Context: an optimization exercise on an open-source flow, tuned for small area, a short achievable clock period and few clock cycles per item. The choices shown serve that exercise and are no tape-out recipe.
Where RTL was checked, it was by simulation tests only, not by an equivalence proof against the original.
No functional check of the RTL was part of runs 4 and 5.
Power is estimated from default activity; no workload was simulated.

===== design/flow/config.mk =====
export PLATFORM = sky130hd
export DESIGN_NAME = rtc_seconds_to_calendar
export DESIGN_NICKNAME = rtc_seconds_to_calendar
export VERILOG_FILES = /design/flow/design.v
export SDC_FILE = /design/flow/constraint.sdc
export NUM_CORES = 4
export LEC_CHECK = 0
export ABC_CLOCK_PERIOD_IN_PS = 2800
export CAP_MARGIN = 20
export CORE_MARGIN = 2
export CORE_UTILIZATION = 40
export PLACE_DENSITY = 0.6
export SETUP_SLACK_MARGIN = 4.3
export SLEW_MARGIN = 20

===== design/flow/design.v =====
`timescale 1ns / 1ps
package rsc_pkg;
  localparam logic OP_CONVERT = 1'b0;
  localparam logic OP_SET     = 1'b1;
endpackage
`timescale 1ns / 1ps
module rsc_split (
  input  logic [27:0] x,
  output logic [11:0] ys,
  output logic [11:0] yc
);
  wire rs0 = x[0] ^ x[11] ^ x[16];
  wire rc0 = (x[0] & x[11]) | (x[0] & x[16]) | (x[11] & x[16]);
  wire rs1 = x[1] ^ x[10] ^ x[11];
  wire rc1 = (x[1] & x[10]) | (x[1] & x[11]) | (x[10] & x[11]);
  wire rs2 = x[2] ^ x[11];
  wire rc2 = x[2] & x[11];
  wire rs3 = x[3] ^ x[14];
  wire rc3 = x[3] & x[14];
  wire rs4 = x[4] ^ x[11];
  wire rc4 = x[4] & x[11];
  wire rs5 = x[5] ^ x[14];
  wire rc5 = x[5] & x[14];
  wire rs6 = x[20] ^ x[26] ^ x[27];
  wire rc6 = (x[20] & x[26]) | (x[20] & x[27]) | (x[26] & x[27]);
  wire rs7 = rs0 ^ x[9];
  wire rn0 = ~x[9];
  wire rc7 = rs0 & rn0;
  wire rs8 = x[17] ^ rc0 ^ rs1;
  wire rc8 = (x[17] & rc0) | (x[17] & rs1) | (rc0 & rs1);
  wire rs9 = x[9] ^ x[12] ^ x[15];
  wire rc9 = (x[9] & x[12]) | (x[9] & x[15]) | (x[12] & x[15]);
  wire rs10 = x[19] ^ x[22];
  wire rc10 = x[19] | x[22];
  wire rs11 = x[18] ^ x[20] ^ x[27];
  wire rc11 = (x[18] & x[20]) | (x[18] & x[27]) | (x[20] & x[27]);
  wire rn1 = ~x[13];
  wire rs12 = rc1 ^ rs2 ^ rn1;
  wire rc12 = (rc1 & rs2) | (rc1 & rn1) | (rs2 & rn1);
  wire rs13 = x[16] ^ x[23] ^ x[24];
  wire rc13 = (x[16] & x[23]) | (x[16] & x[24]) | (x[23] & x[24]);
  wire rs14 = x[20] ^ x[26] ^ rc2;
  wire rc14 = (x[20] & x[26]) | (x[20] & rc2) | (x[26] & rc2);
  wire rn2 = ~rs3;
  wire rs15 = rn2 ^ x[10] ^ x[17];
  wire rc15 = (rn2 & x[10]) | (rn2 & x[17]) | (x[10] & x[17]);
  wire rs16 = x[19] ^ x[21] ^ x[25];
  wire rc16 = (x[19] & x[21]) | (x[19] & x[25]) | (x[21] & x[25]);
  wire rs17 = x[14] ^ rc3 ^ rs4;
  wire rc17 = (x[14] & rc3) | (x[14] & rs4) | (rc3 & rs4);
  wire rs18 = x[12] ^ x[15] ^ x[18];
  wire rc18 = (x[12] & x[15]) | (x[12] & x[18]) | (x[15] & x[18]);
  wire rs19 = x[19] ^ x[22] ^ x[27];
  wire rc19 = (x[19] & x[22]) | (x[19] & x[27]) | (x[22] & x[27]);
  wire rs20 = x[20] ^ rc4 ^ rs5;
  wire rc20 = (x[20] & rc4) | (x[20] & rs5) | (rc4 & rs5);
  wire rs21 = x[9] ^ x[13] ^ x[15];
  wire rc21 = (x[9] & x[13]) | (x[9] & x[15]) | (x[13] & x[15]);
  wire rs22 = x[19] ^ x[23] ^ x[24];
  wire rc22 = (x[19] & x[23]) | (x[19] & x[24]) | (x[23] & x[24]);
  wire rs23 = x[6] ^ x[12] ^ x[16];
  wire rc23 = (x[6] & x[12]) | (x[6] & x[16]) | (x[12] & x[16]);
  wire rn3 = ~x[10];
  wire rs24 = x[27] ^ rc5 ^ rn3;
  wire rc24 = (x[27] & rc5) | (x[27] & rn3) | (rc5 & rn3);
  wire rs25 = x[21] ^ x[25] ^ x[26];
  wire rc25 = (x[21] & x[25]) | (x[21] & x[26]) | (x[25] & x[26]);
  wire rs26 = x[7] ^ x[13] ^ x[14];
  wire rc26 = (x[7] & x[13]) | (x[7] & x[14]) | (x[13] & x[14]);
  wire rs27 = x[17] ^ x[24] ^ rn0;
  wire rc27 = (x[17] & x[24]) | (x[17] & rn0) | (x[24] & rn0);
  wire rs28 = x[19] ^ x[22];
  wire rc28 = x[19] | x[22];
  wire rs29 = x[8] ^ x[18] ^ x[20];
  wire rc29 = (x[8] & x[18]) | (x[8] & x[20]) | (x[18] & x[20]);
  wire rn4 = ~x[25];
  wire rs30 = rn4 ^ x[10] ^ x[15];
  wire rc30 = (rn4 & x[10]) | (rn4 & x[15]) | (x[10] & x[15]);
  wire rs31 = x[23] ^ x[26];
  wire rc31 = x[23] | x[26];
  wire rn5 = ~rs6;
  wire rs32 = rn5 ^ x[15] ^ x[19];
  wire rc32 = (rn5 & x[15]) | (rn5 & x[19]) | (x[15] & x[19]);
  wire rs33 = rc6 ^ rc7 ^ rs8;
  wire rc33 = (rc6 & rc7) | (rc6 & rs8) | (rc7 & rs8);
  wire rs34 = rs10 ^ x[25];
  wire rc34 = rs10 & rn4;
  wire rs35 = rc8 ^ rs11 ^ rs12;
  wire rc35 = (rc8 & rs11) | (rc8 & rs12) | (rs11 & rs12);
  wire rs36 = rc9 ^ rc10 ^ rs13;
  wire rc36 = (rc9 & rc10) | (rc9 & rs13) | (rc10 & rs13);
  wire rs37 = rc11 ^ rc12 ^ rs14;
  wire rc37 = (rc11 & rc12) | (rc11 & rs14) | (rc12 & rs14);
  wire rs38 = rc13 ^ rs15 ^ rs16;
  wire rc38 = (rc13 & rs15) | (rc13 & rs16) | (rs15 & rs16);
  wire rn6 = ~rc15;
  wire rs39 = rc14 ^ rs17 ^ rn6;
  wire rc39 = (rc14 & rs17) | (rc14 & rn6) | (rs17 & rn6);
  wire rs40 = rc16 ^ rs18 ^ rs19;
  wire rc40 = (rc16 & rs18) | (rc16 & rs19) | (rs18 & rs19);
  wire rn7 = ~rc18;
  wire rs41 = rc17 ^ rs20 ^ rn7;
  wire rc41 = (rc17 & rs20) | (rc17 & rn7) | (rs20 & rn7);
  wire rs42 = rc19 ^ rs21 ^ rs22;
  wire rc42 = (rc19 & rs21) | (rc19 & rs22) | (rs21 & rs22);
  wire rs43 = rc20 ^ rs23 ^ rs24;
  wire rc43 = (rc20 & rs23) | (rc20 & rs24) | (rs23 & rs24);
  wire rs44 = rc21 ^ rc22 ^ rs25;
  wire rc44 = (rc21 & rc22) | (rc21 & rs25) | (rc22 & rs25);
  wire rs45 = rc23 ^ rc24 ^ rs26;
  wire rc45 = (rc23 & rc24) | (rc23 & rs26) | (rc24 & rs26);
  wire rn8 = ~rc25;
  wire rs46 = rs27 ^ rs28 ^ rn8;
  wire rc46 = (rs27 & rs28) | (rs27 & rn8) | (rs28 & rn8);
  wire rs47 = rc26 ^ rc27 ^ rs29;
  wire rc47 = (rc26 & rc27) | (rc26 & rs29) | (rc27 & rs29);
  wire rn9 = ~rs31;
  wire rs48 = rn9 ^ rc28 ^ rs30;
  wire rc48 = (rn9 & rc28) | (rn9 & rs30) | (rc28 & rs30);
  wire rs49 = rc29 ^ rc30;
  wire rn10 = ~rc30;
  wire rc49 = rc29 & rn10;
  wire rs50 = x[21] ^ x[24];
  wire rc50 = x[21] | x[24];
  wire rn11 = ~rs33;
  wire rs51 = rn11 ^ rs9 ^ rc32;
  wire rc51 = (rn11 & rs9) | (rn11 & rc32) | (rs9 & rc32);
  wire rs52 = rc33 ^ rc34 ^ rs35;
  wire rc52 = (rc33 & rc34) | (rc33 & rs35) | (rc34 & rs35);
  wire rn12 = ~rc36;
  wire rs53 = rc35 ^ rs37 ^ rn12;
  wire rc53 = (rc35 & rs37) | (rc35 & rn12) | (rs37 & rn12);
  wire rn13 = ~rc38;
  wire rs54 = rc37 ^ rs39 ^ rn13;
  wire rc54 = (rc37 & rs39) | (rc37 & rn13) | (rs39 & rn13);
  wire rn14 = ~rc40;
  wire rs55 = rc39 ^ rs41 ^ rn14;
  wire rc55 = (rc39 & rs41) | (rc39 & rn14) | (rs41 & rn14);
  wire rn15 = ~rc42;
  wire rs56 = rc41 ^ rs43 ^ rn15;
  wire rc56 = (rc41 & rs43) | (rc41 & rn15) | (rs43 & rn15);
  wire rs57 = rc43 ^ rs45 ^ rs46;
  wire rc57 = (rc43 & rs45) | (rc43 & rs46) | (rs45 & rs46);
  wire rs58 = rc45 ^ rc46 ^ rs47;
  wire rc58 = (rc45 & rc46) | (rc45 & rs47) | (rc46 & rs47);
  wire rn16 = ~rc47;
  wire rs59 = rn16 ^ rc31 ^ rc48;
  wire rc59 = (rn16 & rc31) | (rn16 & rc48) | (rc31 & rc48);
  wire rs60 = rs50 ^ rs7;
  wire rn17 = ~rs7;
  wire rc60 = rs50 & rn17;
  wire rs61 = rs34 ^ rc50 ^ rs51;
  wire rc61 = (rs34 & rc50) | (rs34 & rs51) | (rc50 & rs51);
  wire rn18 = ~rs52;
  wire rs62 = rn18 ^ rs36 ^ rc51;
  wire rc62 = (rn18 & rs36) | (rn18 & rc51) | (rs36 & rc51);
  wire rn19 = ~rs38;
  wire rs63 = rc52 ^ rs53 ^ rn19;
  wire rc63 = (rc52 & rs53) | (rc52 & rn19) | (rs53 & rn19);
  wire rn20 = ~rs40;
  wire rs64 = rc53 ^ rs54 ^ rn20;
  wire rc64 = (rc53 & rs54) | (rc53 & rn20) | (rs54 & rn20);
  wire rn21 = ~rs42;
  wire rs65 = rc54 ^ rs55 ^ rn21;
  wire rc65 = (rc54 & rs55) | (rc54 & rn21) | (rs55 & rn21);
  wire rn22 = ~rs44;
  wire rs66 = rc55 ^ rs56 ^ rn22;
  wire rc66 = (rc55 & rs56) | (rc55 & rn22) | (rs56 & rn22);
  wire rn23 = ~rc44;
  wire rs67 = rc56 ^ rs57 ^ rn23;
  wire rc67 = (rc56 & rs57) | (rc56 & rn23) | (rs57 & rn23);
  wire rn24 = ~rs48;
  wire rs68 = rc57 ^ rs58 ^ rn24;
  wire rc68 = (rc57 & rs58) | (rc57 & rn24) | (rs58 & rn24);
  wire rn25 = ~rc58;
  wire rs69 = rn25 ^ rs49 ^ rs59;
  wire rc69 = (rn25 & rs49) | (rn25 & rs59) | (rs49 & rs59);
  wire rs70 = rc49 ^ rc59;
  wire rn26 = ~rc59;
  wire rc70 = rc49 & rn26;
  assign ys = {rc70, ~rc69, rc68, rc67, rc66, rc65, rc64, rc63, ~rc62, ~rc61, rc60, ~rs32};
  assign yc = {1'b0, ~rs70, ~rs69, rs68, rs67, rs66, rs65, rs64, rs63, ~rs62, ~rs61, ~rs60};
endmodule
module rsc_mod15 (
  input  logic [31:0] v,
  output logic [3:0]  na,
  output logic [3:0]  nb
);
  wire ms0 = v[2] ^ v[6] ^ v[10];
  wire mc0 = (v[2] & v[6]) | (v[2] & v[10]) | (v[6] & v[10]);
  wire ms1 = v[3] ^ v[7] ^ v[11];
  wire mc1 = (v[3] & v[7]) | (v[3] & v[11]) | (v[7] & v[11]);
  wire ms2 = v[15] ^ v[19] ^ v[23];
  wire mc2 = (v[15] & v[19]) | (v[15] & v[23]) | (v[19] & v[23]);
  wire ms3 = v[4] ^ v[8] ^ v[12];
  wire mc3 = (v[4] & v[8]) | (v[4] & v[12]) | (v[8] & v[12]);
  wire ms4 = v[16] ^ v[20] ^ v[24];
  wire mc4 = (v[16] & v[20]) | (v[16] & v[24]) | (v[20] & v[24]);
  wire ms5 = v[5] ^ v[9] ^ v[13];
  wire mc5 = (v[5] & v[9]) | (v[5] & v[13]) | (v[9] & v[13]);
  wire ms6 = v[17] ^ v[21] ^ v[25];
  wire mc6 = (v[17] & v[21]) | (v[17] & v[25]) | (v[21] & v[25]);
  wire ms7 = v[14] ^ v[18] ^ v[22];
  wire mc7 = (v[14] & v[18]) | (v[14] & v[22]) | (v[18] & v[22]);
  wire ms8 = v[26] ^ v[30] ^ ms0;
  wire mc8 = (v[26] & v[30]) | (v[26] & ms0) | (v[30] & ms0);
  wire ms9 = v[27] ^ v[31] ^ mc0;
  wire mc9 = (v[27] & v[31]) | (v[27] & mc0) | (v[31] & mc0);
  wire ms10 = v[28] ^ mc1 ^ mc2;
  wire mc10 = (v[28] & mc1) | (v[28] & mc2) | (mc1 & mc2);
  wire ms11 = v[29] ^ mc3 ^ mc4;
  wire mc11 = (v[29] & mc3) | (v[29] & mc4) | (mc3 & mc4);
  wire ms12 = mc5 ^ mc6 ^ ms7;
  wire mc12 = (mc5 & mc6) | (mc5 & ms7) | (mc6 & ms7);
  wire ms13 = ms1 ^ ms2 ^ mc7;
  wire mc13 = (ms1 & ms2) | (ms1 & mc7) | (ms2 & mc7);
  wire ms14 = ms3 ^ ms4 ^ mc9;
  wire mc14 = (ms3 & ms4) | (ms3 & mc9) | (ms4 & mc9);
  wire ms15 = ms5 ^ ms6 ^ mc10;
  wire mc15 = (ms5 & ms6) | (ms5 & mc10) | (ms6 & mc10);
  wire ms16 = ms8 ^ mc11 ^ ms12;
  wire mc16 = (ms8 & mc11) | (ms8 & ms12) | (mc11 & ms12);
  wire ms17 = mc8 ^ ms9 ^ mc12;
  wire mc17 = (mc8 & ms9) | (mc8 & mc12) | (ms9 & mc12);
  wire ms18 = ms10 ^ mc13 ^ ms14;
  wire mc18 = (ms10 & mc13) | (ms10 & ms14) | (mc13 & ms14);
  wire ms19 = ms11 ^ mc14 ^ ms15;
  wire mc19 = (ms11 & mc14) | (ms11 & ms15) | (mc14 & ms15);
  wire ms20 = mc15 ^ ms16 ^ mc19;
  wire mc20 = (mc15 & ms16) | (mc15 & mc19) | (ms16 & mc19);
  wire ms21 = ms13 ^ mc16 ^ ms17;
  wire mc21 = (ms13 & mc16) | (ms13 & ms17) | (mc16 & ms17);
  wire ms22 = mc17 ^ ms18 ^ mc21;
  wire mc22 = (mc17 & ms18) | (mc17 & mc21) | (ms18 & mc21);
  wire ms23 = mc18 ^ ms19 ^ mc22;
  wire mc23 = (mc18 & ms19) | (mc18 & mc22) | (ms19 & mc22);
  assign na = {ms23, ms22, mc20, ms20};
  assign nb = {1'b0, 1'b0, ms21, mc23};
endmodule
module rsc_mod15_fin (
  input  logic [3:0] na,
  input  logic [3:0] nb,
  output logic [3:0] n
);
  logic [4:0] s;
  logic [3:0] t;
  assign s = {1'b0, na} + {1'b0, nb};
  assign t = s[3:0] + {3'd0, s[4]};
  assign n = (t == 4'd15) ? 4'd0 : t;
endmodule
module rsc_tabs (
  input  logic [11:0] y,
  input  logic [2:0]  d,
  output logic [4:0]  kb,
  output logic        hour0,
  output logic        hour23
);
  logic [17:0] e;
  wire t1 = (y[11] | (y[10] | (y[9] | (y[8] | (y[7] & (y[6] & (y[5] & (y[4] | (y[3] | (y[2] | (y[1] | (y[0] & 1'b1))))))))))));
  wire t2 = (y[11] | (y[10] | (y[9] | (y[8] & (y[7] & (y[6] & (y[5] | (y[4] | (y[3] | (y[2] | (y[1] & (y[0] | 1'b1))))))))))));
  wire t3 = (y[11] | (y[10] | (y[9] & (y[8] | (y[7] & (y[6] | (y[5] & (y[4] | (y[3] | (y[2] | (y[1] & (y[0] & 1'b1))))))))))));
  wire t4 = (y[11] | (y[10] | (y[9] & (y[8] & (y[7] & (y[6] | (y[5] | (y[4] | (y[3] | (y[2] & (y[1] | (y[0] | 1'b1))))))))))));
  wire t5 = (y[11] | (y[10] & (y[9] | (y[8] | (y[7] | (y[6] & (y[5] & (y[4] | (y[3] | (y[2] & (y[1] | (y[0] & 1'b1))))))))))));
  wire t6 = (y[11] | (y[10] & (y[9] | (y[8] & (y[7] | (y[6] & (y[5] | (y[4] | (y[3] | (y[2] & (y[1] & (y[0] | 1'b1))))))))))));
  wire t7 = (y[11] | (y[10] & (y[9] & (y[8] | (y[7] | (y[6] | (y[5] & (y[4] | (y[3] | (y[2] & (y[1] & (y[0] & 1'b1))))))))))));
  wire t8 = (y[11] | (y[10] & (y[9] & (y[8] & (y[7] | (y[6] | (y[5] | (y[4] | (y[3] & (y[2] | (y[1] | (y[0] | 1'b1))))))))))));
  wire t9 = (y[11] | (y[10] & (y[9] & (y[8] & (y[7] & (y[6] & (y[5] & (y[4] | (y[3] & (y[2] | (y[1] | (y[0] & 1'b1))))))))))));
  wire t10 = (y[11] & (y[10] | (y[9] | (y[8] | (y[7] & (y[6] & (y[5] | (y[4] | (y[3] & (y[2] | (y[1] & (y[0] | 1'b1))))))))))));
  wire t11 = (y[11] & (y[10] | (y[9] | (y[8] & (y[7] & (y[6] | (y[5] & (y[4] | (y[3] & (y[2] | (y[1] & (y[0] & 1'b1))))))))))));
  wire t12 = (y[11] & (y[10] | (y[9] & (y[8] | (y[7] & (y[6] | (y[5] | (y[4] | (y[3] & (y[2] & (y[1] | (y[0] | 1'b1))))))))))));
  wire t13 = (y[11] & (y[10] | (y[9] & (y[8] & (y[7] | (y[6] & (y[5] & (y[4] | (y[3] & (y[2] & (y[1] | (y[0] & 1'b1))))))))))));
  wire t14 = (y[11] & (y[10] & (y[9] | (y[8] | (y[7] | (y[6] & (y[5] | (y[4] | (y[3] & (y[2] & (y[1] & (y[0] | 1'b1))))))))))));
  wire t15 = (y[11] & (y[10] & (y[9] | (y[8] & (y[7] | (y[6] | (y[5] & (y[4] | (y[3] & (y[2] & (y[1] & (y[0] & 1'b1))))))))))));
  wire t16 = (y[11] & (y[10] & (y[9] & (y[8] | (y[7] | (y[6] | (y[5] | (y[4] & (y[3] | (y[2] | (y[1] | (y[0] | 1'b1))))))))))));
  wire t17 = (y[11] & (y[10] & (y[9] & (y[8] | (y[7] & (y[6] & (y[5] & (y[4] & (y[3] | (y[2] | (y[1] | (y[0] & 1'b1))))))))))));
  assign e[0] = 1'b1 & ~t1;
  assign e[1] = t1 & ~t2;
  assign e[2] = t2 & ~t3;
  assign e[3] = t3 & ~t4;
  assign e[4] = t4 & ~t5;
  assign e[5] = t5 & ~t6;
  assign e[6] = t6 & ~t7;
  assign e[7] = t7 & ~t8;
  assign e[8] = t8 & ~t9;
  assign e[9] = t9 & ~t10;
  assign e[10] = t10 & ~t11;
  assign e[11] = t11 & ~t12;
  assign e[12] = t12 & ~t13;
  assign e[13] = t13 & ~t14;
  assign e[14] = t14 & ~t15;
  assign e[15] = t15 & ~t16;
  assign e[16] = t16 & ~t17;
  assign e[17] = t17;
  assign kb[0] = e[1] | e[3] | e[5] | e[7] | e[9] | e[11] | e[13] | e[15] | e[17];
  assign kb[1] = e[2] | e[3] | e[6] | e[7] | e[10] | e[11] | e[14] | e[15];
  assign kb[2] = e[4] | e[5] | e[6] | e[7] | e[12] | e[13] | e[14] | e[15];
  assign kb[3] = e[8] | e[9] | e[10] | e[11] | e[12] | e[13] | e[14] | e[15];
  assign kb[4] = e[16] | e[17];
  assign hour0 = (e[0] & (d == 3'd0)) | (e[3] & (d == 3'd5)) | (e[6] & (d == 3'd2)) | (e[9] & (d == 3'd7)) | (e[12] & (d == 3'd4)) | (e[15] & (d == 3'd1));
  assign hour23 = (e[2] & (d == 3'd5)) | (e[5] & (d == 3'd2)) | (e[8] & (d == 3'd7)) | (e[11] & (d == 3'd4)) | (e[14] & (d == 3'd1)) | (e[17] & (d == 3'd6));
endmodule
module rsc_hour (
  input  logic [4:0] kb,
  input  logic [2:0] d,
  output logic [4:0] hour
);
  logic [4:0] nine_d;
  logic [5:0] s;
  always_comb begin
    case (d)
      3'd0: nine_d = 5'd0;
      3'd1: nine_d = 5'd9;
      3'd2: nine_d = 5'd18;
      3'd3: nine_d = 5'd3;
      3'd4: nine_d = 5'd12;
      3'd5: nine_d = 5'd21;
      3'd6: nine_d = 5'd6;
      3'd7: nine_d = 5'd15;
      default: nine_d = 5'd0;
    endcase
    s = {1'b0, kb} + {1'b0, nine_d};
    hour = (s >= 6'd24) ? 5'(s - 6'd24) : s[4:0];
  end
endmodule
`timescale 1ns / 1ps
module rsc_date (
  input  logic [11:0] w,
  output logic [6:0]  r25
);
  assign r25 = 7'(w[0]) + {w[1], 1'b0} + {w[2], 2'b0} + {w[3], 3'b0} + {w[4], 4'b0}
             + 7'({3{w[5]}}) + {w[6], w[6], w[6], 1'b0} + 7'({2{w[7]}}) + {w[8], w[8], 1'b0}
             + {w[9], w[9], 2'b0} + {w[10], w[10], 3'b0} + {w[11], 1'b0, w[11], w[11], w[11]};
endmodule
module rsc_last_day (
  input  logic [3:0] year_lo,
  input  logic [6:0] r25,
  input  logic [3:0] month,
  input  logic [4:0] day,
  output logic       leap,
  output logic       last_day
);
  logic div25;
  always_comb begin
    div25 = (r25 == 7'd0) || (r25 == 7'd25) || (r25 == 7'd50) || (r25 == 7'd75)
         || (r25 == 7'd100);
    leap  = (year_lo[1:0] == 2'd0) && (!div25 || (year_lo[3:2] == 2'd0));
    case (month)
      4'd2:                    last_day = (day[4:2] == 3'b111) && (day[1:0] != 2'd0 || !leap);
      4'd4, 4'd6, 4'd9, 4'd11: last_day = (day[4:1] == 4'b1111);
      default:                 last_day = (day == 5'd31);
    endcase
  end
endmodule
`timescale 1ns / 1ps
module rtc_seconds_to_calendar (
  input  logic          clk,
  input  logic          rst,
  input  logic          cmd_valid,
  output logic          cmd_stall,
  input  logic [72:0]   cmd,
  output logic          res_valid,
  input  logic          res_stall,
  output logic [56:0]   res
);
  logic        p0_valid, p1_valid, p2_valid;
  logic        p0_op, p1_op, p2_op;
  logic [31:0] p0_d;
  logic [38:0] p1_d;
  logic [21:0] p2_d;
  logic [39:0] set_d;
  logic        hold;
  logic        set_busy;
  assign hold      = res_valid && res_stall;
  assign set_busy  = (p0_valid && p0_op == rsc_pkg::OP_SET) || (p1_valid && p1_op == rsc_pkg::OP_SET);
  assign cmd_stall = hold || (cmd[72] == rsc_pkg::OP_SET && set_busy);
  always_ff @(posedge clk) begin
    if (rst) begin
      p0_valid  <= 1'b0;
      p1_valid  <= 1'b0;
      p2_valid  <= 1'b0;
      res_valid <= 1'b0;
    end else if (!hold) begin
      p0_valid  <= cmd_valid && !cmd_stall;
      p1_valid  <= p0_valid;
      p2_valid  <= p1_valid;
      res_valid <= p2_valid;
    end
  end
  always_ff @(posedge clk) begin
    if (!hold) begin
      p0_op <= cmd[72];
      p0_d  <= cmd[71:40];
    end
    if (cmd_valid && !cmd_stall && cmd[72] == rsc_pkg::OP_SET) begin
      set_d <= cmd[39:0];
    end
  end
  logic [11:0] ys, yc;
  logic [3:0]  na, nb;
  rsc_split u_split (
    .x  (p0_d[31:4]),
    .ys (ys),
    .yc (yc)
  );
  rsc_mod15 u_mod15 (
    .v  (p0_d[31:0]),
    .na (na),
    .nb (nb)
  );
  always_ff @(posedge clk) begin
    if (!hold) begin
      p1_op <= p0_op;
      p1_d  <= {nb, na, yc, ys, p0_d[6:0]};
    end
  end
  logic [11:0] y;
  logic [2:0]  d;
  logic [3:0]  n;
  logic [4:0]  kb;
  logic        hour0;
  logic        hour23;
  logic [5:0]  pm;
  assign y = p1_d[18:7] + p1_d[30:19];
  assign d = p1_d[6:4] - y[2:0];
  rsc_mod15_fin u_fin (
    .na (p1_d[34:31]),
    .nb (p1_d[38:35]),
    .n  (n)
  );
  rsc_tabs u_tabs (
    .y      (y),
    .d      (d),
    .kb     (kb),
    .hour0  (hour0),
    .hour23 (hour23)
  );
  assign pm = {n[1:0], n} - {p1_d[3:2], 2'b00, p1_d[3:2]} - {y[3:0], 2'b00};
  always_ff @(posedge clk) begin
    if (!hold) begin
      p2_op <= p1_op;
      p2_d  <= {hour23, hour0, kb, d, pm, n, p1_d[1:0]};
    end
  end
  logic [4:0]  c_kb;
  logic [2:0]  c_d;
  logic [4:0]  c_hour;
  logic [5:0]  c_minute;
  logic [5:0]  c_second;
  logic        c_hour0;
  logic        c_hour23;
  assign c_second = p2_d[5:0];
  assign c_d      = p2_d[14:12];
  assign c_kb     = p2_d[19:15];
  assign c_hour0  = p2_d[20];
  assign c_hour23 = p2_d[21];
  assign c_minute = {p2_d[11:8] + c_kb[3:0], p2_d[7:6]};
  rsc_hour u_hour (
    .kb   (c_kb),
    .d    (c_d),
    .hour (c_hour)
  );
  logic [13:0] year;
  logic [3:0]  month;
  logic [4:0]  day;
  logic        last23;
  logic        last_day;
  logic        is_set;
  logic        take;
  logic        live;
  logic        advance;
  logic [16:0] set_load;
  logic [4:0]  r_hour;
  logic [5:0]  r_minute;
  logic [5:0]  r_second;
  logic [16:0] r_load;
  assign is_set   = (p2_op == rsc_pkg::OP_SET);
  assign take     = p2_valid && !hold;
  assign live     = (year != 14'd0);
  assign advance  = live && last23 && last_day && c_hour0;
  always_comb begin
    case (month)
      4'd2:                    last_day = (day[4:2] == 3'b111) && (day[1:0] != 2'd0 || !leap);
      4'd4, 4'd6, 4'd9, 4'd11: last_day = (day[4:1] == 4'b1111);
      default:                 last_day = (day == 5'd31);
    endcase
  end
  assign set_load = (17'(set_d[16:12]) << 12) - (17'(set_d[16:12]) << 9) + (17'(set_d[16:12]) << 4)
                  + (17'(set_d[11:6]) << 6) - (17'(set_d[11:6]) << 2) + 17'(set_d[5:0]);
  logic [6:0]  r25_src;
  logic [6:0]  r25;
  logic        year_new;
  logic        leap;
  logic        set_leap;
  logic        cur_leap;
  rsc_date u_r25 (
    .w   ((p1_valid && p1_op == rsc_pkg::OP_SET) ? set_d[39:28] : year[13:2]),
    .r25 (r25_src)
  );
  rsc_last_day u_set_leap (
    .year_lo  (set_d[29:26]),
    .r25      (r25),
    .month    (set_d[25:22]),
    .day      (set_d[21:17]),
    .leap     (set_leap),
    .last_day ()
  );
  rsc_last_day u_cur_leap (
    .year_lo  (year[3:0]),
    .r25      (r25),
    .month    (month),
    .day      (day),
    .leap     (cur_leap),
    .last_day ()
  );
  always_ff @(posedge clk) begin
    if (!hold) begin
      r25 <= r25_src;
      if (p2_valid && is_set) leap <= set_leap;
      else if (!year_new) leap <= cur_leap;
    end
  end
  always_ff @(posedge clk) begin
    if (!hold) year_new <= take && (is_set || advance);
  end
  always_ff @(posedge clk) begin
    if (rst) begin
      year   <= '0;
      month  <= '0;
      day    <= '0;
      last23 <= 1'b0;
    end else if (take) begin
      if (is_set) begin
        year  <= set_d[39:26];
        month <= set_d[25:22];
        day   <= set_d[21:17];
      end else begin
        if (advance) begin
          day <= 5'd1;
          if (month[3] && month[2]) begin
            month <= 4'd1;
            year  <= year + 14'd1;
          end else begin
            month <= month + 4'd1;
          end
        end else if (live && last23 && c_hour0) begin
          day <= day + 5'd1;
        end
        if (live) last23 <= c_hour23;
      end
    end
  end
  always_ff @(posedge clk) begin
    if (!hold) begin
      if (is_set) begin
        r_hour   <= set_d[16:12];
        r_minute <= set_d[11:6];
        r_second <= set_d[5:0];
        r_load   <= set_load;
      end else begin
        r_hour   <= c_hour;
        r_minute <= c_minute;
        r_second <= c_second;
        r_load   <= '0;
      end
    end
  end
  assign res = {year, month, day, r_hour, r_minute, r_second, r_load};
endmodule

===== design/flow/constraint.sdc =====
create_clock -name core_clock -period 7.5 [get_ports {clk}]
set_input_delay 1.5000 -clock core_clock [delete_from_list [all_inputs] [get_ports {clk}]]
set_output_delay 1.5000 -clock core_clock [all_outputs]
set_load 0.01 [all_outputs]

===== design/flow/run.sh =====
#!/bin/bash
# synth_recipe.tcl (not shown) runs the flow's synth.tcl, then flattens the netlist and writes it again
# the make line also repeats each setting of config.mk as NAME=value (left out here)
make -C /OpenROAD-flow-scripts/flow DESIGN_CONFIG=/design/flow/config.mk WORK_HOME=/design/flow/orfs CLKGATE_MAP_FILE= SYNTH_SCRIPT=/design/flow/synth_recipe.tcl finish

==> run summary, run 1 <==
* Post-DR wirelength/cell at ~17 um
* Clock Tree Buf Depth at 3
* Largest net degree at the start of global routing at ~70
* Drt first pass iters at 5
* YS warnings at 3
* Distinct cell type count after synthesis at 80
* Num Clock Sinks at about 210
* Fin crit share at approximately half
* R2R depth at 14
* Fin. max-slew vios at 0
* Die width at between 150 and 200 um
* Max FO, Critical Path at 7
* Placed Instances at 1,759
* Status: timing/DRC/antenna clean
* Clock skew at 25.42 ps
* Least-Margin Pin Slew at 811.9 ps
* CTS Root Cell: clkbuf_16
* H-tree lvl count at 1
* Area delta synth->final at 29.29%
* Std cell rows at between 60 and 70
* Overflow after GRT at 0
* Max-cap viol count at 0
* GRT Total Usage at 17.64%
* Cell mode on critical path: fa_1
* Register area share after synthesis at 43.66%
* DIE AREA at around 36,000 um2
* Setup tns final at 0 ps
* Routed wire length at 31.01 mm
* Max-slew headroom at 45.19%
* Vias in the first global route at roughly 9.7k
* Min-delay worst type: flop to flop
* Ratio of cells with drive above 1 in the final layout at a little under a fifth
* Nets at between 1.5k and 2k
* Total Power at ~0.0083 W
* Ys flop type: edfxtp_1
* Starting Density at 40.61%
* Port Buffer Count at 135
* Dpl hpwl at 21.88 mm
* Hold Slack at roughly 420 ps
* Fillers at about 2.9k
* Detailed-route via count at ~9.5k
* Final min period at roughly 3700 ps
* Endpoint class of the critical path: flop
* Drt via density at ~5.1
* Clk slew on worst S/H paths at approximately 60 ps
* Fin cells at 1,868
* Cells after Synth at approximately 1.2k
* Max stage delay cell, worst path: fa_1
* Final ANT Viol Nets at 0
* IO Pins at 136
* Setup CP Type: flop to flop
* Critical path startpoint category: flop
* Final setup violation count at 0
* Power Density at 473.8 nW/um2
* Sequence of cells on the critical path: nand2_8 > buf_12 > mux2i_4 > fa_1 > inv_2 > fa_1 > fa_1 > ha_2 > inv_2 > fa_2 > inv_1 > a21o_1 > a21oi_2 > xnor2_1
* RSZ-0062 raised after global routing: yes
* Drt drc at 0
* Antenna Cells at 0
* Final Hold Viols at 0
* Mapped Area at 13,620 um2
* Worst VDD drop at ~0.34 mV
* Net count after synthesis at approximately 1.5k
* Die Height at 188.5 um
* Area of the multi-input gates at ~7500 um2
* Required time worst endpoint at a little under 8000 ps
* CORE AREA at ~34,000 um2
* Post-synth EDFFs at ~180
* Max Freq at roughly 270 MHz
* Initial antenna violation count at 0
* Hold path cells at 0
* Max incr delay on CP at 570 ps
* First-pass GRT wire length at ~50 mm
* Flops & latches, synth at around 210
* CTS buffer count at 25
* CTS tree: yes
* P_leak at approximately 7.4 nW
* Clk latency of the worst-skew pair at between 500 and 600 ps
* FF+latch area at between 5000 and 6000 um2
* Arr. time, crit path at around 4000 ps
* Detailed Route Iter0 Violations at around 560
* Gpl congestion at ~0.9
* FFs w/ async S/R, synth at 0%
* Syn_area_per_cell at between 10 and 15 um2
==> report_power, final <==
| group | internal (W) | total, W | switching [W] |
|---|---|---|---|
| Combinational | 0.00248 | 0.00535 | 0.00287 |
| Clock | 0.000714 | 0.00118 | 0.000470 |
| Sequential | 0.00169 | 0.00181 | 0.000121 |
==> placed cells by master (no fill, tap or decap), types with 8 or more instances in the layout <==
cell	n
a21oi_2	10
fa_2	16
inv_2	17
xnor2_1	22
a211oi_1	11
nor2_1	78
fa_1	89
nor3_1	11
a21oi_1	48
dfxtp_1	29
buf_4	50
a21o_1	21
clkbuf_16	25
a31oi_1	11
mux2i_1	14
xor2_1	12
o21ai_0	22
and3_1	12
nor4_1	10
o21ai_1	13
ha_1	75
nand3_1	18
nand2_1	58
a22oi_1	9
buf_6	8
clkdlybuf4s50_1	131
edfxtp_1	176
clkbuf_1	8
mux2_2	9
inv_1	188
ha_4	15
==> metal layers <==
metal | up-vias | track usage [%] | part of all wire, %
li1 | 4567 | - | -
met2 | 267 | 30.09 | 48
met1 | 4593 | 23.25 | 44
met5 | - | 0 | 0
met3 | 51 | 3.204 | 5.4
met4 | 0 | 4.477 | 2.3
==> flip-flops by register name (all words and copies together), names as in the netlist, 4 cells and up <==
| name | cells |
|---|---|
| r_load | 17 |
| month | 4 |
| day | 5 |
| p2_d | 22 |
| u_hour.nine_d | 5 |
| set_d | 40 |
| p1_d | 36 |
| r_second | 6 |
| r_minute | 6 |
| r25 | 7 |
| year | 14 |
| p0_d | 32 |
| r_hour | 5 |
==> worst max-delay path, delay by kind of cell, from the launching register on <==
family	cells	cell delay [ps]
compound gates	2	180
xor+xnor	1	120
fa+ha+maj	5	2050
buf+inv	4	300
flops	1	450
mux	1	180
simple gates	1	140
==> Yosys cell counts, drive strengths merged, types with 21 or more instances <==
cell type / instances / share of area [%]
inv: 207 / 5.7
edfxtp: 176 / 39
fa: 105 / 15
ha: 94 / 8.6
nor2: 80 / 2.2
nand2: 69 / 2.0
a21oi: 61 / 2.2
o21ai: 36 / 1.3
dfxtp: 33 / 4.9
xnor2: 27 / 1.7
clkbuf: 22 / 0.63
a21o: 21 / 1.2
==> worst paths after layout <==
check                     from                end  slack [ps]
max            p1_op$_DFFE_PN_   r25[6]$_DFFE_PN_        3840
max reg2reg    p1_op$_DFFE_PN_   r25[6]$_DFFE_PN_        3840
min reg2reg  p1_d[0]$_DFFE_PN_  p2_d[0]$_DFFE_PN_         420
min          p1_d[0]$_DFFE_PN_  p2_d[0]$_DFFE_PN_         420
==> timing repair <==
| item | CTS | global route |
|---|---|---|
| endpoints found under the hold margin | 0 | 0 |
| setup buffers | 34 | 27 |
| setup endpoints to repair | 44 | 31 |
| hold buffers | 0 | 0 |
| pin swaps | 42 | 58 |
| gates resized for setup | 64 | 69 |
| cloned | 2 | 0 |
==> logic make-up (layout without fill, tap and decap cells) <==
family | Yosys count | after routing | share of synthesized area (%)
XOR/XNOR | 43 | 43 | 2.766
buffers and inverters | 237 | 454 | 6.671
AND/OR/NAND/NOR | 267 | 267 | 9.712
AO/OA/AOI/OAI | 218 | 218 | 10.80
multiplexers | 30 | 30 | 2.316
flip-flops | 209 | 209 | 43.66
adder cells (fa/ha/maj) | 199 | 199 | 24.07
==> layout make-up <==
| cell class | count | share of cell area [%] |
|---|---|---|
| multi-input combinational | 757 | 42.75 |
| timing repair inverter | 2 | 0.1848 |
| tap | 448 | 3.184 |
| timing repair buffer | 198 | 10.92 |
| clock inverter | 10 | 0.6041 |
| clock buffer | 36 | 3.959 |
| sequential | 209 | 33.80 |
| inverter | 208 | 4.598 |
==> per-stage QoR <==
| stage | util (%) | instance area [um2] | worst slack [ps] |
|---|---|---|---|
| after global placement | 46.79 | 15690 | 3115 |
| final | 52.50 | 17610 | 3836 |
| after floorplan | - | 13970 | 3989 |
| after global routing | 52.50 | 17610 | 3709 |
| after CTS | 51.00 | 17100 | 3814 |
| after detailed placement | 46.79 | 15690 | 3069 |
Testbench counts, summed over its fixed seeds: cycles 32,174, items 32,000.
==> run 2, diff against run 1 <==
--- a/design/flow/config.mk
+++ b/design/flow/config.mk
@@ -5,10 +5,10 @@
 export SDC_FILE = /design/flow/constraint.sdc
 export NUM_CORES = 4
 export LEC_CHECK = 0
-export ABC_CLOCK_PERIOD_IN_PS = 2800
+export ABC_CLOCK_PERIOD_IN_PS = 3000
 export CAP_MARGIN = 20
 export CORE_MARGIN = 2
 export CORE_UTILIZATION = 40
 export PLACE_DENSITY = 0.6
-export SETUP_SLACK_MARGIN = 4.3
+export SETUP_SLACK_MARGIN = 4.0
 export SLEW_MARGIN = 20
==> run summary, run 2 <==
* Post-synth EDFFs at 176
* Largest registers: set_d x40, p1_d x36, p0_d x32
* P_leak at 7.171 nW
* Clock Tree Buf Depth at 3
* Drt drc at 0
* Hold bufs inserted after CTS at 0
* Detailed-route via count at slightly above 9k
* Critical path startpoint category: flop
* Comb power frac at about 62%
* Ys flop type: edfxtp_1
* Vias in the first global route at about 9.4k
* Clock skew at about 13 ps
* Worst path bufs/invs at 4
* Clock power share at ~14%
* DIE AREA at about 36,000 um2
* Hold Slack at ~430 ps
* Net Sw Frac at between 40% and 50%
* First-pass GRT wire length at 48.02 mm
* Std cell rows at 67
* CTS Root Cell: clkbuf_16
* Detailed Route Iter0 Violations at 540
* Max incr delay on CP at about 530 ps
* P_sw at about 0.0032 W
* Status: timing/DRC/antenna clean
* Num Clock Sinks at 209
* Commonest non-fill, non-tap cell in the layout: inv_1
* Sequence of cells on the critical path: nand2_8 > buf_12 > mux2i_4 > fa_1 > inv_1 > fa_1 > fa_1 > ha_2 > inv_2 > fa_2 > inv_1 > a21o_1 > a21oi_2 > xnor2_1
* Max Freq at ~270 MHz
* Largest register FFs at 40
* Dominant cell type by area after synthesis: edfxtp_1
* Arr. time, crit path at slightly below 4000 ps
* Initial antenna violation count at 0
* Ratio of cells with drive above 1 in the final layout at between 10% and 20%
* Fin crit share at about half
* H-tree lvl count at 1
* Final ANT Viol Nets at 0
* Nets at between 1.5k and 2k
* Setup CP Type: flop to flop
* Internal at ~0.0045 W
* CORE AREA at 33,530 um2
* Register area share after synthesis at a little over two fifths
* Gpl congestion at between 0.8 and 0.9
* Setup tns final at 0 ps
* Syn_area_per_cell at roughly 11 um2
* Dpl hpwl at between 20 and 25 mm
* Starting Density at 40.61%
* Max FO, Critical Path at 7
* CTS tree: yes
* Mapped Area at approximately 14,000 um2
* Net count after synthesis at roughly 1.5k
* Max-slew headroom at 31.47%
* Distinct cell type count after synthesis at 80
* Placed Instances at between 1.5k and 2k
* Clk slew on worst S/H paths at ~60 ps
* Required time worst endpoint at just under 8000 ps
* Reg power frac at a little under a quarter
* Largest net degree at the start of global routing at 73
* Power Density at 454.7 nW/um2
* Overflow after GRT at 0
* Routed wire length at just under 30 mm
* GRT Total Usage at 16.91%
* Cell mode on critical path: fa_1
* FFs w/ async S/R, synth at 0%
* Top post-synthesis cells by area: edfxtp_1 39%, fa_1 15%, ha_1 8.6%, inv_1 5.7%, dfxtp_1 4.9%
* Port Buffer Count at around 140
* Post-DR wirelength/cell at 16.12 um
* Min-delay worst type: flop to flop
* RSZ-0062 raised after global routing: yes
* Worst VDD drop at roughly 0.36 mV
* YS warnings at 3
* Most frequent cells in the layout: 200 x inv_1, 176 x edfxtp_1, 132 x clkdlybuf4s50_1, 96 x fa_1, 82 x ha_1
* Post-synth top cells: 207 x inv_1, 176 x edfxtp_1, 105 x fa_1, 94 x ha_1, 80 x nor2_1
* CTS buffer count at 25
* Top-count cell post-synth: inv_1
* Area delta synth->final at 25.40%
* Flops & latches, synth at approximately 210
* Share of the synthesized area in the top cell type at between 30% and 40%
* Fin. max-slew vios at 0
* Final setup violation count at 0
* Top reg by flops: set_d
* Max stage delay cell, worst path: fa_1
* Cells after Synth at between 1k and 1.5k
* IO Pins at approximately 140
* Final min period at ~3600 ps
* Clk latency of the worst-skew pair at between 500 and 600 ps
* Least-Margin Pin Slew at about 1000 ps
* Antenna Cells at 0
* Drt via density at about 5
* Max-cap viol count at 0
* Fin cells at roughly 1.8k
* Final Hold Viols at 0
* Endpoint class of the critical path: flop
* Die width at ~190 um
* Drt first pass iters at 4
* Die Height at about 190 um
* Delay-heaviest family, CP: adder cells
[run 2: changes by cell type in the layout (fill, tap and decap cells not counted), moves of 7 or more]
cell | before | now
inv_1 | 188 | 200
ha_1 | 75 | 82
inv_2 | 17 | 7
buf_4 | 50 | 40
fa_2 | 16 | 9
fa_1 | 89 | 96
ha_4 | 15 | 7
[run 2: repair_timing]
| item | in CTS | in global routing |
|---|---|---|
| cloned | 1 | 0 |
| endpoints found under the setup margin | 27 | 24 |
| setup buffers | 21 | 19 |
| pin swaps | 27 | 33 |
| gates resized for setup | 45 | 61 |
[run 2: kinds of logic (layout without fill, tap and decap cells)]
| family | Yosys count | count (layout) | synth area share (%) |
|---|---|---|---|
| xor gates and xnor gates | 43 | 43 | 2.766 |
| AOI/OAI and AO/OA | 218 | 218 | 10.80 |
| muxes | 30 | 30 | 2.316 |
| adders and majority gates | 199 | 199 | 24.07 |
| and+or+nand+nor | 267 | 267 | 9.712 |
| buffers and inverters | 237 | 434 | 6.671 |
| DFF | 209 | 209 | 43.66 |
[run 2: worst paths after layout]
| kind | slack (ps) | to | cells after the start | startpoint |
|---|---|---|---|---|
| worst max-delay path | 3850 | r25[6]$_DFFE_PN_ | 14 | p1_op$_DFFE_PN_ |
| worst min-delay path | 430 | p2_d[0]$_DFFE_PN_ | 0 | p1_d[0]$_DFFE_PN_ |
| worst min register to register | 430 | p2_d[0]$_DFFE_PN_ | 0 | p1_d[0]$_DFFE_PN_ |
| worst max register to register | 3850 | r25[6]$_DFFE_PN_ | 14 | p1_op$_DFFE_PN_ |
[run 2: power by group through the flow]
stage | registers [W] | clock network (W) | logic [W]
2_1_floorplan | 0.00181 | 0 | 0.00287
3_3_place_gp | 0.00182 | 0 | 0.00379
3_5_place_dp | 0.00182 | 0 | 0.00381
4_1_cts | 0.00180 | 0.00115 | 0.00418
5_1_grt | 0.00183 | 0.00119 | 0.00538
6_report | 0.00180 | 0.00112 | 0.00485
[run 2: per-layer routing]
metal | wire [um] | global-route usage (%) | vias up
li1 | - | - | 4524
met1 | 13120 | 22.44 | 4491
met2 | 14400 | 28.58 | 197
met3 | 1338 | 2.496 | 55
met4 | 940 | 5.439 | 0
met5 | 0 | 0 | -
[run 2: area by class of cell]
class,instances,area [um2]
clock buffers,32,651.9
clock inverters,14,96.34
fillers,2956,16460
inverters,208,807.0
multi-input cells,757,7282
flip-flops and latches,209,5947
well taps,448,560.5
repair buffers,179,1714
repair inverters,1,16.27
[run 2: worst reg2reg max path: cells and delay by family (launching register included)]
| family | cells | cell delay (ps) |
|---|---|---|
| buffers and inverters | 4 | 320 |
| AOI/OAI and AO/OA | 2 | 170 |
| adders and majority gates | 5 | 1930 |
| muxes | 1 | 260 |
| DFF | 1 | 480 |
| and+or+nand+nor | 1 | 160 |
| xor gates and xnor gates | 1 | 120 |
[run 2: through the flow]
stage                     power [W]  area [um2]  setup slack, ps  util, %
after global routing       0.008403       17080             3723    50.92
after floorplan            0.004680       13760             3949        -
after global placement     0.005604       15540             3133    46.36
after CTS                  0.007129       16640             3725    49.62
after detailed placement   0.005631       15540             3075    46.36
final                      0.007764       17080             3855    50.92
==> run 3, diff against run 2 <==
==> design/flow/flow/run.sh (new file) <==
#!/bin/bash
# The standard layout (standard.sh), with the input and output port buffers made from
# sky130_fd_sc_hd__buf_1 instead of the cell buffer_ports picks by default.
set -euo pipefail
export BUFFER_PORTS_ARGS="-buffer_cell sky130_fd_sc_hd__buf_1"
bash standard.sh > standard.log 2>&1
==> design/flow/standard.sh (new file) <==
#!/bin/bash
# synth_recipe.tcl (not shown) runs the flow's synth.tcl, then flattens the netlist and writes it again
# the make line also repeats each setting of config.mk as NAME=value (left out here)
make -C /OpenROAD-flow-scripts/flow DESIGN_CONFIG=/design/flow/config.mk WORK_HOME=/design/flow/orfs CLKGATE_MAP_FILE= SYNTH_SCRIPT=/design/flow/synth_recipe.tcl "${@:-finish}"
removed: design/flow/run.sh
==> run summary, run 3 <==
* Flops & latches, synth at roughly 210
* Detailed-route via count at 9,160
* Max incr delay on CP at 520 ps
* Drt drc at 0
* GRT Total Usage at roughly 16%
* Max-cap viol count at 0
* Required time worst endpoint at between 7000 and 8000 ps
* Clock skew at 11.48 ps
* YS warnings at 3
* CTS Root Cell: clkbuf_16
* Top-count cell post-synth: inv_1
* Overflow after GRT at 0
* Max FO, Critical Path at 5
* Mapped Area at between 10,000 and 15,000 um2
* Final setup violation count at 0
* Distinct cell type count after synthesis at 80
* First-pass GRT wire length at 46.75 mm
* Sequence of cells on the critical path: nand2_8 > buf_12 > mux2i_4 > fa_1 > inv_2 > fa_1 > fa_1 > ha_2 > inv_2 > fa_2 > inv_2 > a21o_1 > a21oi_2 > xnor2_1
* Share of the synthesized area in the top cell type at roughly 39%
* Net count after synthesis at 1,479
* Max Freq at roughly 270 MHz
* Cells after Synth at about 1.2k
* Min-delay worst type: flop to flop
* Std cell rows at 67
* P_leak at between 6 and 7 nW
* Hold bufs inserted after CTS at 0
* CORE AREA at 33,530 um2
* Die width at between 150 and 200 um
* Gpl congestion at ~0.86
* Final Hold Viols at 0
* Top reg by flops: set_d
* R2R depth at 14
* Arr. time, crit path at between 3000 and 4000 ps
* Largest net degree at the start of global routing at 144
* RSZ-0062 raised after global routing: yes
* Reg-to-reg startpoint: p1_op$_DFFE_PN_
* Reg2reg setup slack at about 3800 ps
* Vias in the first global route at just over 9k
* Ratio of cells with drive above 1 in the final layout at 12.28%
* Fin. max-slew vios at 0
* Worst path bufs/invs at 4
* Commonest non-fill, non-tap cell in the layout: inv_1
* Worst VDD drop at around 0.32 mV
* Dominant cell type by area after synthesis: edfxtp_1
* Dpl hpwl at 21.07 mm
* Starting Density at between 40% and 50%
* Ys flop type: edfxtp_1
* Pre-CTS setup slack at approximately 3300 ps
* FF-to-FF End: r25[6]$_DFFE_PN_
* Clk latency of the worst-skew pair at 530 ps
* Drt first pass iters at 4
* Final min period at about 3700 ps
* Top post-synthesis cells by area: edfxtp_1 39%, fa_1 15%, ha_1 8.6%, inv_1 5.7%, dfxtp_1 4.9%
* Min-delay src: p1_d[1]$_DFFE_PN_
* IO Pins at between 100 and 150
* Total Power at approximately 0.0073 W
* Largest register FFs at 40
* Setup CP Type: flop to flop
* Least-Margin Pin Slew at 837.1 ps
* Max stage delay cell, worst path: fa_1
* Port Buffer Count at about 140
* Antenna Cells at 0
* Hold Path Sink: p2_d[1]$_DFFE_PN_
* CTS tree: yes
* Area delta synth->final at 18.52%
* Max-slew headroom at a little over two fifths
* Status: timing/DRC/antenna clean
* Routed wire length at ~29 mm
* Fin util at 48.13%
* Critical path startpoint category: flop
* Hold path cells at 0
* FFs w/ async S/R, synth at 0%
* Clock Tree Buf Depth at 3
* Drt via density at 4.976
* H-tree lvl count at 1
* Initial antenna violation count at 0
* Setup ws final at about 3800 ps
* Largest registers: set_d x40, p1_d x36, p0_d x32
* Power Density at approximately 450 nW/um2
* Syn_area_per_cell at between 10 and 15 um2
* Fin crit share at 48.77%
* Setup tns final at 0 ps
* Endpoint class of the critical path: flop
* Post-synth EDFFs at 176
* Detailed Route Iter0 Violations at between 600 and 700
* Clk slew on worst S/H paths at 60 ps
* Hold Slack at between 400 and 500 ps
* Final ANT Viol Nets at 0
* Num Clock Sinks at 209
* Register area share after synthesis at 43.66%
* DIE AREA at ~36,000 um2
* CTS buffer count at 25
* Nets at 1,651
* Die Height at 188.5 um
* Post-synth top cells: 207 x inv_1, 176 x edfxtp_1, 105 x fa_1, 94 x ha_1, 80 x nor2_1
* Post-DR wirelength/cell at 15.68 um
* Most frequent cells in the layout: 197 x inv_1, 176 x edfxtp_1, 133 x buf_1, 97 x fa_1, 85 x ha_1
* Delay-heaviest family, CP: adder cells
## run 3: cell counts after synthesis
Identical to the previous run, type by type.
## run 3: layer usage
layer / share of wire [%] / wire length (um) / vias to the layer above / track usage, %
met4: 2.5 / 729 / 0 / 4.597
met5: 0 / 0 / - / 0
li1: - / - / 4510 / -
met1: 45 / 13090 / 4455 / 21.98
met2: 49 / 14010 / 152 / 27.81
met3: 3.6 / 1042 / 43 / 2.310
## run 3: worst max-delay path by stage
| stage | cells after the start | end | startpoint | slack (ps) |
|---|---|---|---|---|
| final | 14 | r25[6]$_DFFE_PN_ | p1_op$_DFFE_PN_ | 3840 |
| after CTS | 10 | p2_d[15]$_DFFE_PN_ | p1_d[8]$_DFFE_PN_ | 3800 |
| after global placement | 11 | p2_d[15]$_DFFE_PN_ | p1_d[7]$_DFFE_PN_ | 3410 |
| after global routing | 14 | r25[6]$_DFFE_PN_ | p1_op$_DFFE_PN_ | 3700 |
| after floorplan | 14 | r25[6]$_DFFE_PN_ | p1_op$_DFFE_PN_ | 3950 |
| after detailed placement | 11 | p2_d[15]$_DFFE_PN_ | p1_d[19]$_DFFE_PN_ | 3260 |
## run 3: worst reg2reg max path, delay by kind of cell (launching register included)
family / cells / cell delay, ps
xor gates and xnor gates: 1 / 110
adders and majority gates: 5 / 1950
buffers and inverters: 4 / 300
and+or+nand+nor: 1 / 140
AOI/OAI and AO/OA: 2 / 160
muxes: 1 / 270
DFF: 1 / 470
## run 3: per-stage QoR
stage                     cell area, um2  std cells
after detailed placement           14690       1760
after floorplan                    13760       1203
after CTS                          15870       1829
after global routing               16140       1841
final                              16140       1841
after global placement             14690       1760
## run 3: timing repair
action	4_1_cts	5_1_grt
resized for setup	33	40
pin swaps	22	25
endpoints found under the setup margin	15	29
cloned	1	0
setup buffers	23	12
## run 3: final cells by class
cell class,count,area (um2)
Clock inverter,11,128.9
Fill cell,3066,17390
Multi-Input combinational cell,757,7138
Clock buffer,34,669.4
Timing Repair Buffer,174,887.1
Sequential cell,209,5947
Tap cell,448,560.5
Inverter,208,807.0
## run 3: logic make-up (layout without fill, tap and decap cells)
logic type      after synthesis  in the layout  synth area share [%]
mux                          30             30                 2.316
simple gates                267            267                 9.712
fa+ha+maj                   199            199                 24.07
compound gates              218            218                 10.80
xor+xnor                     43             43                 2.766
flops                       209            209                 43.66
buf+inv                     237            427                 6.671
## run 3: power breakdown
group          internal [W]  switching [W]
Sequential          0.00168       0.000109
Clock              0.000723       0.000458
Combinational       0.00184        0.00253
Total               0.00425        0.00310
==> run 4, diff against run 3 <==
--- a/design/flow/design.v
+++ b/design/flow/design.v
@@ -492,10 +492,17 @@
   logic        leap;
   logic        set_leap;
   logic        cur_leap;
-  rsc_date u_r25 (
-    .w   ((p1_valid && p1_op == rsc_pkg::OP_SET) ? set_d[39:28] : year[13:2]),
-    .r25 (r25_src)
+  logic [6:0]  r25_set;
+  logic [6:0]  r25_cur;
+  rsc_date u_r25_set (
+    .w   (set_d[39:28]),
+    .r25 (r25_set)
   );
+  rsc_date u_r25_cur (
+    .w   (year[13:2]),
+    .r25 (r25_cur)
+  );
+  assign r25_src = (p1_valid && p1_op == rsc_pkg::OP_SET) ? r25_set : r25_cur;
   rsc_last_day u_set_leap (
     .year_lo  (set_d[29:26]),
     .r25      (r25),
==> run summary, run 4 <==
* Reg-to-reg startpoint: p1_d[8]$_DFFE_PN_
* Commonest non-fill, non-tap cell in the layout: inv_1
* Reg power frac at a little under a quarter
* Ratio of cells with drive above 1 in the final layout at 12.25%
* First-pass GRT wire length at between 40 and 50 mm
* Antenna Cells at 0
* Internal at approximately 0.0044 W
* Status: timing/DRC/antenna clean
* Nets at between 1.5k and 2k
* Delay-heaviest family, CP: buffers and inverters
* Final min period at 3525 ps
* CORE AREA at 34,630 um2
* Share of the synthesized area in the top cell type at 37.50%
* Die width at around 190 um
* Min-delay worst type: flop to flop
* Dominant cell type by area after synthesis: edfxtp_1
* Largest register FFs at 40
* Detailed Route Iter0 Violations at a little under 600
* Initial antenna violation count at 0
* Max-cap viol count at 0
* Largest net degree at the start of global routing at 144
* CTS Root Cell: clkbuf_16
* Required time worst endpoint at around 6000 ps
* Max incr delay on CP at 140 ps
* H-tree lvl count at 1
* Dpl hpwl at roughly 23 mm
* Clock power share at between 15 and 20%
* Least-Margin Pin Slew at approximately 1100 ps
* Area delta synth->final at 17.75%
* Gpl congestion at about 0.90
* Reg2reg setup slack at 4090 ps
* Max-slew headroom at between 20 and 30%
* Port Buffer Count at about 140
* Hold Slack at about 420 ps
* IO Pins at 136
* Top-count cell post-synth: inv_1
* Post-synth top cells: 199 x inv_1, 176 x edfxtp_1, 118 x fa_1, 106 x ha_1, 66 x nor2_1
* Setup CP Type: input port to primary output
* Post-Synth Adder-Cell Area at a little over a quarter
* Post-DR wirelength/cell at 16.21 um
* FF-to-FF End: p2_d[17]$_DFFE_PN_
* Num Clock Sinks at 209
* Drt via density at 5.108
* CTS buffer count at 24
* Top reg by flops: set_d
* RSZ-0062 raised after global routing: yes
* Clock Tree Buf Depth at 3
* P_sw at 0.003234 W
* Final ANT Viol Nets at 0
* Hold bufs inserted after CTS at 0
* Routed wire length at about 31 mm
* Top post-synthesis cells by area: edfxtp_1 37%, fa_1 17%, ha_1 9.4%, inv_1 5.3%, dfxtp_1 4.7%
* Most frequent cells in the layout: 194 x inv_1, 176 x edfxtp_1, 133 x buf_1, 110 x fa_1, 94 x ha_1
* Setup ws final at around 4000 ps
* CTS tree: yes
* Compound-cell area share of the yosys netlist at a little under an eighth
* Starting Density at ~40%
* Drt drc at 0
* GRT Total Usage at ~17%
* Final Hold Viols at 0
* Fin. max-slew vios at 0
* Pre-CTS setup slack at roughly 3400 ps
* CP endpoint: cmd_stall
* Min-delay src: p1_d[1]$_DFFE_PN_
* Max FO, Critical Path at 3
* R2R depth at 10
* Comb power frac at between 60% and 70%
* Clk latency of the worst-skew pair at about 540 ps
* Detailed-route via count at around 9.6k
* FFs w/ async S/R, synth at 0%
* Worst VDD drop at approximately 0.26 mV
* Cells after Synth at 1,233
* Std cell rows at 68
* Largest family of logic cells by synthesized area: adder cells
* Post-synth EDFFs at 176
* DIE AREA at between 30,000 and 40,000 um2
* Power Density at 458.8 nW/um2
* Register area share after synthesis at between 40% and 50%
* Syn_area_per_cell at about 11 um2
* Ys flop type: edfxtp_1
* Worst path bufs/invs at 3
* YS warnings at 3
* Drt first pass iters at 5
* Largest registers: set_d x40, p1_d x36, p0_d x32
* Clock skew at between 20 and 25 ps
* Max Freq at ~280 MHz
* Distinct cell type count after synthesis at 73
* Die Height at 191.7 um
* Endpoint class of the critical path: primary output
* P_leak at 6.951 nW
* Fin crit share at 47.00%
* Vias in the first global route at ~10k
* Critical Path Source: res_stall
* Max stage delay cell, worst path: and2_4
* Mux share of post-synthesis cell area at 1.740%
* Arr. time, crit path at 2020 ps
* Net Sw Frac at a little over two fifths
* WP depth at 5
* Setup tns final at 0 ps
* Synth Area in XOR/XNOR at between 3 and 4%
* Clk slew on worst S/H paths at 60 ps
* Synth Area in Simple Gates at 9.472%
* Final setup violation count at 0
* Sequence of cells on the critical path: buf_1 > and2_4 > a21oi_4 > inv_2 > buf_6
* Net count after synthesis at ~1.5k
* Fillers at between 3k and 4k
* Critical path startpoint category: input port
* Mapped Area at between 10,000 and 15,000 um2
* Overflow after GRT at 0
* Flops & latches, synth at ~210
-- run 4: changes by cell type after synthesis, moves of 5 or more --
cell and change:
fa_1 +13, mux2i_1 -7, nor2_1 -14, nor3_1 +21
o21ai_0 +6, ha_1 +12, nand2b_1 +5, inv_1 -8
nand3_1 +10, and3_1 -5
-- run 4: what timing repair did --
action,4_1_cts,5_1_grt
resized for setup,41,53
pin swaps,10,29
gates cloned,0,0
buffers inserted,13,19
endpoints found under the setup margin,20,16
-- run 4: area by class of cell --
type,instances,area (um2),share of cell area (%)
multi-input combinational,801,7667,46.20
inverter,202,784.5,4.727
timing repair buffer,173,800.8,4.825
sequential,209,5967,35.95
clock buffer,27,611.8,3.686
clock inverter,17,196.4,1.184
tap,455,569.3,3.430
-- run 4: through the flow --
step           power (W)  cell area, um2  instances  utilization [%]
3_3_place_gp    0.005758           15190       1808            43.85
4_1_cts         0.007238           16230       1865            46.88
3_5_place_dp    0.005780           15190       1808            43.85
2_1_floorplan   0.004820           14160       1233                -
5_1_grt         0.008242           16600       1884            47.93
6_report        0.007614           16600       1884            47.93
-- run 4: power groups by stage --
stage,sequential (W),combinational (W),clock (W)
3_5_place_dp,0.00185,0.00393,0
5_1_grt,0.00185,0.00512,0.00127
6_report,0.00182,0.00459,0.00120
2_1_floorplan,0.00183,0.00299,0
4_1_cts,0.00183,0.00418,0.00123
3_3_place_gp,0.00184,0.00391,0
-- run 4: cell families (layout without fill, tap and decap cells) --
logic type      Yosys count  in the layout
flops                   209            209
mux                      23             23
buf+inv                 223            419
simple gates            272            272
xor+xnor                 48             48
compound gates          234            234
fa+ha+maj               224            224
-- run 4: routing by layer --
layer	GRT usage, %	wire length [um]	up-vias
met5	0	0	-
met4	5.355	894	0
met3	2.211	1184	55
met1	21.32	13120	4670
li1	-	-	4677
met2	29.78	15340	222
-- run 4: worst min path at each step --
stage | end | slack, ps | depth (start not counted)
floorplan | p1_d[0]$_DFFE_PN_ | 400 | 0
global placement | p2_d[0]$_DFFE_PN_ | 400 | 0
detailed placement | p1_d[0]$_DFFE_PN_ | 410 | 0
CTS | p2_d[1]$_DFFE_PN_ | 430 | 0
global route | p2_d[1]$_DFFE_PN_ | 440 | 0
finish | p2_d[1]$_DFFE_PN_ | 420 | 0
==> run 5, diff against run 4 <==
--- a/design/flow/config.mk
+++ b/design/flow/config.mk
@@ -8,7 +8,7 @@
 export ABC_CLOCK_PERIOD_IN_PS = 3000
 export CAP_MARGIN = 20
 export CORE_MARGIN = 2
-export CORE_UTILIZATION = 40
-export PLACE_DENSITY = 0.6
+export CORE_UTILIZATION = 55
+export PLACE_DENSITY = 0.7
 export SETUP_SLACK_MARGIN = 4.0
 export SLEW_MARGIN = 20
==> run summary, run 5 <==
* FF-to-FF End: p2_d[11]$_DFFE_PN_
* Largest register FFs at 40
* Detailed-route via count at ~10k
* Detailed Route Iter0 Violations at roughly 650
* Least-Margin Pin Slew at approximately 1100 ps
* Register area share after synthesis at between 40% and 50%
* Distinct cell type count after synthesis at between 70 and 80
* Hold Path Sink: p1_d[1]$_DFFE_PN_
* Worst VDD drop at roughly 0.35 mV
* Antenna Cells at 0
* Reg-to-reg startpoint: p1_d[35]$_DFFE_PN_
* Num Clock Sinks at ~210
* RSZ-0062 raised after global routing: yes
* Required time worst endpoint at 6000 ps
* Net count after synthesis at around 1.5k
* CTS Root Cell: clkbuf_16
* FFs w/ async S/R, synth at 0%
* Max FO, Critical Path at 2
* Drt first pass iters at 5
* Fin crit share at 46.38%
* Hold bufs inserted after CTS at 0
* Fin. max-slew vios at 0
* Post-synth EDFFs at approximately 180
* Final ANT Viol Nets at 0
* Hold path cells at 0
* Power Density at 473.9 nW/um2
* GR Layer Usage met2 at around 39%
* CTS tree: yes
* Setup CP Type: input port to primary output
* H-tree lvl count at 1
* Initial antenna violation count at 0
* Port Buffer Count at 135
* Vias in the first global route at a little under 10k
* Arr. time, crit path at about 2000 ps
* Die width at roughly 160 um
* Largest registers: set_d x40, p1_d x36, p0_d x32
* Post-DR wirelength/cell at roughly 17 um
* Worst path bufs/invs at 3
* Reg2reg setup slack at slightly above 4000 ps
* Mapped Area at between 10,000 and 15,000 um2
* P_leak at approximately 7 nW
* Largest net degree at the start of global routing at around 140
* Area after DPL at approximately 15,000 um2
* Drt drc at 0
* Dominant cell type by area after synthesis: edfxtp_1
* Area delta synth->final at 17.03%
* Die Height at about 160 um
* DIE AREA at between 20,000 and 30,000 um2
* Clk latency of the worst-skew pair at around 520 ps
* Fin cells at between 1.5k and 2k
* Setup tns final at 0 ps
* Clock skew at between 8 and 9 ps
* Max-cap viol count at 0
* Max incr delay on CP at roughly 140 ps
* Endpoint class of the critical path: primary output
* CORE AREA at between 20,000 and 30,000 um2
* Final min period at ~3500 ps
* Ratio of cells with drive above 1 in the final layout at about an eighth
* First-pass GRT wire length at 48.69 mm
* Nets at roughly 1.7k
* Overflow after GRT at 0
* Drt via density at 5.559
* GRT Total Usage at a little under a quarter
* Routed wire length at roughly 30 mm
* R2R depth at 18
* Max Freq at between 200 and 300 MHz
* Delay-heaviest family, CP: buffers and inverters
* Min-delay worst type: flop to flop
* Cells after Synth at ~1.2k
* Dpl hpwl at about 22 mm
* Global route hottest layer: met2
* CTS buffer count at 24
* Top reg by flops: set_d
* Starting Density at between 50% and 60%
* Status: timing/DRC/antenna clean
* Design area at approximately 16,000 um2
* Placed Instances at 1,682
* Sequence of cells on the critical path: buf_1 > and2_4 > a21oi_4 > inv_2 > buf_1
* Commonest non-fill, non-tap cell in the layout: inv_1
* Clock Tree Buf Depth at 3
* Flops & latches, synth at 209
* Gpl congestion at approximately 0.94
* Max-slew headroom at 28.40%
* Cell mode on critical path: buf_1
* Most frequent cells in the layout: 193 x inv_1, 176 x edfxtp_1, 135 x buf_1, 110 x fa_1, 91 x ha_1
* Hold Slack at about 420 ps
* Share of the synthesized area in the top cell type at 37.50%
* Clk slew on worst S/H paths at 60 ps
* YS warnings at 3
* Post-synth top cells: 199 x inv_1, 176 x edfxtp_1, 118 x fa_1, 106 x ha_1, 66 x nor2_1
* Met3 Use GR at ~3.2%
* Top post-synthesis cells by area: edfxtp_1 37%, fa_1 17%, ha_1 9.4%, inv_1 5.3%, dfxtp_1 4.7%
* Final setup violation count at 0
* Met1 usage at 30.60%
* Top-count cell post-synth: inv_1
* Max stage delay cell, worst path: and2_4
* Syn_area_per_cell at roughly 11 um2
* Final Hold Viols at 0
* Min-delay src: p0_d[1]$_DFFE_PN_
* Critical path startpoint category: input port
* Std cell rows at a little under 60
* Ys flop type: edfxtp_1
* Fillers at between 1.5k and 2k
* IO Pins at 136
## run 5: what timing repair did
| item | CTS | global route |
|---|---|---|
| pin swaps | 14 | 31 |
| setup endpoints to repair | 18 | 18 |
| gates resized for setup | 37 | 61 |
| setup buffers | 16 | 25 |
## run 5: per-layer routing
layer / vias up / part of all wire, %
li1: 4694 / -
met1: 4814 / 43
met2: 258 / 50
met3: 51 / 4.7
met4: 0 / 2.2
met5: - / 0
## run 5: cell families after synthesis
family / synth area share, %
buffers and inverters: 5.992
flip-flops: 42.18
XOR/XNOR: 3.036
AO/OA/AOI/OAI: 11.41
adder cells (fa/ha/maj): 26.17
AND/OR/NAND/NOR: 9.472
multiplexers: 1.740
## run 5: area by class of cell
| cell class | instances | area (um2) | share of cell area, % |
|---|---|---|---|
| multi-input combinational | 801 | 7736 | 46.90 |
| sequential | 209 | 5967 | 36.18 |
| timing repair buffer | 181 | 852.1 | 5.166 |
| inverter | 202 | 784.5 | 4.756 |
| clock buffer | 28 | 636.9 | 3.861 |
| tap | 330 | 412.9 | 2.503 |
| clock inverter | 15 | 105.1 | 0.6372 |
## run 5: worst register-to-register path, cell delays in order (launching register included)
cell	delay, ps
edfxtp_1	390
ha_2	220
fa_2	360
and3_4	160
ha_4	180
ha_4	180
xnor2_4	130
xnor2_2	160
buf_4	150
buf_4	120
buf_4	120
nand2_2	80
ha_2	180
inv_2	40
ha_4	210
or2_4	230
a21oi_2	130
a21oi_2	50
xnor2_1	130
## run 5: per-stage QoR
stage               setup WS, ps  utilization, %  power [W]
floorplan                   4010               -   0.004820
CTS                         4000           63.57   0.007214
detailed placement          3405           59.65   0.005736
global route                3902           65.50   0.008401
global placement            3568           59.65   0.005640
finish                      4021           65.50   0.007816
## run 5: worst max-delay path by stage
stage                                      from                     to  slack, ps  cells past startpoint
after floorplan              p1_d[35]$_DFFE_PN_     p2_d[11]$_DFFE_PN_       4010                     16
after global placement                res_stall   year[3]$_SDFFE_PP0P_       3570                     10
after detailed placement              res_stall  year[13]$_SDFFE_PP0P_       3400                     10
after CTS                 year[10]$_SDFFE_PP0P_       r25[6]$_DFFE_PN_       4000                     14
after global routing         p1_d[35]$_DFFE_PN_     p2_d[11]$_DFFE_PN_       3900                     17
final                                 res_stall              cmd_stall       4020                      5
## run 5: report_power, final
part	total [W]	internal [W]	switching [W]
clock network	0.00110	0.000640	0.000457
logic	0.00490	0.00211	0.00279
registers	0.00182	0.00170	0.000121
total	0.00782	0.00445	0.00337

Setup slack of run 5, layout unchanged: 4.021 ns with ideal ports, 4.002 ns with driving cells assumed (clock clkbuf_16, inputs buf_2), 3.766 ns with port delays also shifted by the 0.564 ns mid clock arrival.
